Source: an optimization exercise on an open RTL-to-GDS flow (aim: small area, a short achievable clock period and few clock cycles per item). Production flows keep margins and buffers that such runs may drop.
In this exercise RTL edits were held to simulation tests only and were not proved equivalent to the original.
No activity file was given, so power comes from the tool's default toggle rates.

// foreign_pfx_decoder
module foreign_pfx_decoder #(
  parameter int unsigned WIN_BYTES = 8,
  parameter int unsigned TBL_WORDS = 16
) (
  input  logic                   clk,
  input  logic                   rst,
  input  logic                   is64,
  input  logic                   in_valid,
  output logic                   in_ready,
  input  logic [8*WIN_BYTES-1:0] in_bytes,
  input  logic                   flush,
  input  logic                   tbl_we,
  input  logic [3:0]             tbl_waddr,
  input  logic [63:0]            tbl_wdata,
  output logic                   out_valid,
  input  logic                   out_ready,
  output logic [7:0]             out_opcode,
  output logic [1:0]             out_map,
  output logic [1:0]             out_rep,
  output logic                   out_lock,
  output logic                   out_asz,
  output logic [4:0]             out_rex,
  output logic [3:0]             out_len,
  output logic [7:0]             out_modrm,
  output logic [7:0]             out_sib,
  output logic [5:0]             out_flags,
  output logic                   out_err
);
  logic en;              
  logic v0, v1, v2, ov;
  logic nov;             
  logic accept;
  ...
clock: 5.0 ns
lec_check: 0
abc_clock_period_in_ps: 1500
cap_margin: 20
core_margin: 2
core_utilization: 50
cts_cluster_diameter: 80
cts_cluster_size: 24
place_density: 0.7
setup_slack_margin: 2.65
slew_margin: 20
run.sh (not shown) runs the stock make flow with config.mk's settings and CLKGATE_MAP_FILE= SYNTH_SCRIPT=/design/flow/synth_recipe.tcl, a recipe that flattens the netlist after the stock synthesis.
The starting point finished with timing, DRC and antenna clean.
Testbench counts at the start, summed over its fixed seeds: cycles 16,032, items 16,000.
Edit:
Settings changed: CORE_UTILIZATION 50 to 40, PLACE_DENSITY 0.7 to 0.6.
Critical path depth shrinks by 3.
Clock-buffer cell count grows by 1.
Non-clock buffer count grows by 39.
Final area grows by 1.3%.
Edit:
Settings changed: CORE_UTILIZATION 40 to 45, PLACE_DENSITY 0.6 to 0.65.
The changed run finished clean.
Routed wire length increases by 1.2%.
Setup slack improves by 0.018 ns.
Final area decreases by 1.2%.
Die area decreases by 11%.
Via count increases by 1.0%.
Worst hold slack degrades by 0.034 ns.
Critical path depth decreases by 1.

---

Starting RTL as in the previous note.
==> flow/config.mk <==
export PLATFORM = sky130hd
export DESIGN_NAME = foreign_pfx_decoder
export DESIGN_NICKNAME = foreign_pfx_decoder
export VERILOG_FILES = /design/flow/design.v
export SDC_FILE = /design/flow/constraint.sdc
export NUM_CORES = 4
export LEC_CHECK = 0
export ABC_CLOCK_PERIOD_IN_PS = 1500
export CAP_MARGIN = 20
export CORE_MARGIN = 2
export CORE_UTILIZATION = 50
export CTS_CLUSTER_DIAMETER = 80
export CTS_CLUSTER_SIZE = 24
export PLACE_DENSITY = 0.7
export SETUP_SLACK_MARGIN = 2.7
export SLEW_MARGIN = 20
==> flow/constraint.sdc <==
create_clock -name core_clock -period 5.0 [get_ports {clk}]
set_input_delay 1.0000 -clock core_clock [delete_from_list [all_inputs] [get_ports {clk}]]
set_output_delay 1.0000 -clock core_clock [all_outputs]
set_load 0.01 [all_outputs]
Testbench counts at the start, summed over its fixed seeds: cycles 16,032, items 16,000.
Rerun with:
CORE_UTILIZATION = 40   (was 50)
PLACE_DENSITY = 0.75   (was 0.7)
SETUP_SLACK_MARGIN = 2.6   (was 2.7)
Outcome:
- clock power barely changes
- global-route usage is lower by 8.9 points
- final area goes down by about 2%
- worst setup slack improved by 45 ps
- worst hold slack improves by 5.3 ps
- non-clock buffer count goes down by 51
- register-to-register slack improved by 50 ps
- first-iteration DRC count is about the same
- area after synthesis is unchanged

---

Another version of the RTL of foreign_pfx_decoder (not shown whole).
Size: about 2900 cells after synthesis, ~1300 flip-flops, about 0.049 mm2 of cells after synthesis.
## foreign_pfx_decoder
module foreign_pfx_decoder #(
  parameter int unsigned WIN_BYTES = 8,
  parameter int unsigned TBL_WORDS = 16
) (
  input  logic                   clk,
  input  logic                   rst,
  input  logic                   is64,
  input  logic                   in_valid,
  output logic                   in_ready,
  input  logic [8*WIN_BYTES-1:0] in_bytes,
  input  logic                   flush,
  input  logic                   tbl_we,
  input  logic [3:0]             tbl_waddr,
  input  logic [63:0]            tbl_wdata,
  output logic                   out_valid,
  input  logic                   out_ready,
  output logic [7:0]             out_opcode,
  output logic [1:0]             out_map,
  output logic [1:0]             out_rep,
  output logic                   out_lock,
  output logic                   out_asz,
  output logic [4:0]             out_rex,
  output logic [3:0]             out_len,
  output logic [7:0]             out_modrm,
  output logic [7:0]             out_sib,
  output logic [5:0]             out_flags,
  output logic                   out_err
);
clock: 5.0 ns
lec_check: 0
abc_clock_period_in_ps: 1500
cap_margin: 20
core_margin: 2
core_utilization: 55
cts_cluster_diameter: 80
cts_cluster_size: 24
place_density: 0.8
setup_slack_margin: 2.6
slew_margin: 20
Testbench counts at the start, summed over its fixed seeds: cycles 16,032, items 16,000.
Next try:
--- a/flow/config.mk
+++ b/flow/config.mk
@@ -11 +11 @@
-export CORE_UTILIZATION = 55
+export CORE_UTILIZATION = 40
@@ -14 +14 @@
-export PLACE_DENSITY = 0.8
+export PLACE_DENSITY = 0.75
Effect: Die area goes up by 37%; first-iteration DRC count decreases by 8.2%; via count came out lower by 2.2%; design area went up by 0.95%; power came out higher by 0.49%; clock skew grows by 0.0068 ns; worst hold slack gets worse by 0.028 ns; final cell count goes up by 10%; clock power rose by about 2%.

-- static timing again, ports no longer ideal --
In the flow no input, the clock included, has a driving cell. The finished layouts below were timed again as built, in two steps.
Step 1 (the two cells are an assumption about what drives the block):
set clk [get_ports {clk}]
set_driving_cell -lib_cell sky130_fd_sc_hd__clkbuf_16 $clk
set_driving_cell -lib_cell sky130_fd_sc_hd__buf_2 [delete_from_list [all_inputs] $clk]
Step 2 also shifts input and output timing later by t, the mid clock arrival at the registers, as if the neighbouring blocks saw the same clock.
Three values: ideal, step 1, step 2; two values: the first two.
run	t (ns)	slack for setup (ns)	worst hold slack (ns)	latest minus earliest clock arrival (ns)	slew at the worst register clock pin (ns)
the first run of note 1	0.760	2.516 / 2.505 / 1.898	0.414 / 0.414 / 0.414	0.051 / 0.051	0.10 / 0.10
the second run of note 1	0.785	2.535 / 2.495 / 1.856	0.423 / 0.423 / 0.423	0.063 / 0.063	0.10 / 0.10
the third run of note 1	0.763	2.552 / 2.488 / 1.900	0.389 / 0.389 / 0.389	0.072 / 0.072	0.10 / 0.10
the first run of note 2	0.764	2.430 / 2.430 / 1.956	0.419 / 0.419 / 0.419	0.052 / 0.052	0.10 / 0.10
the second run of note 2	0.764	2.475 / 2.475 / 1.872	0.424 / 0.424 / 0.424	0.069 / 0.069	0.10 / 0.10
the first run of note 3	0.761	2.447 / 2.447 / 1.912	0.421 / 0.421 / 0.421	0.070 / 0.070	0.10 / 0.10
the second run of note 3	0.760	2.338 / 2.338 / 1.854	0.393 / 0.393 / 0.393	0.074 / 0.075	0.10 / 0.10
After both steps setup and hold are still met in every run listed. For the second run of note 1, which loses most, drivers alone change the setup slack by -0.040 ns; drivers and shift together by -0.679 ns.
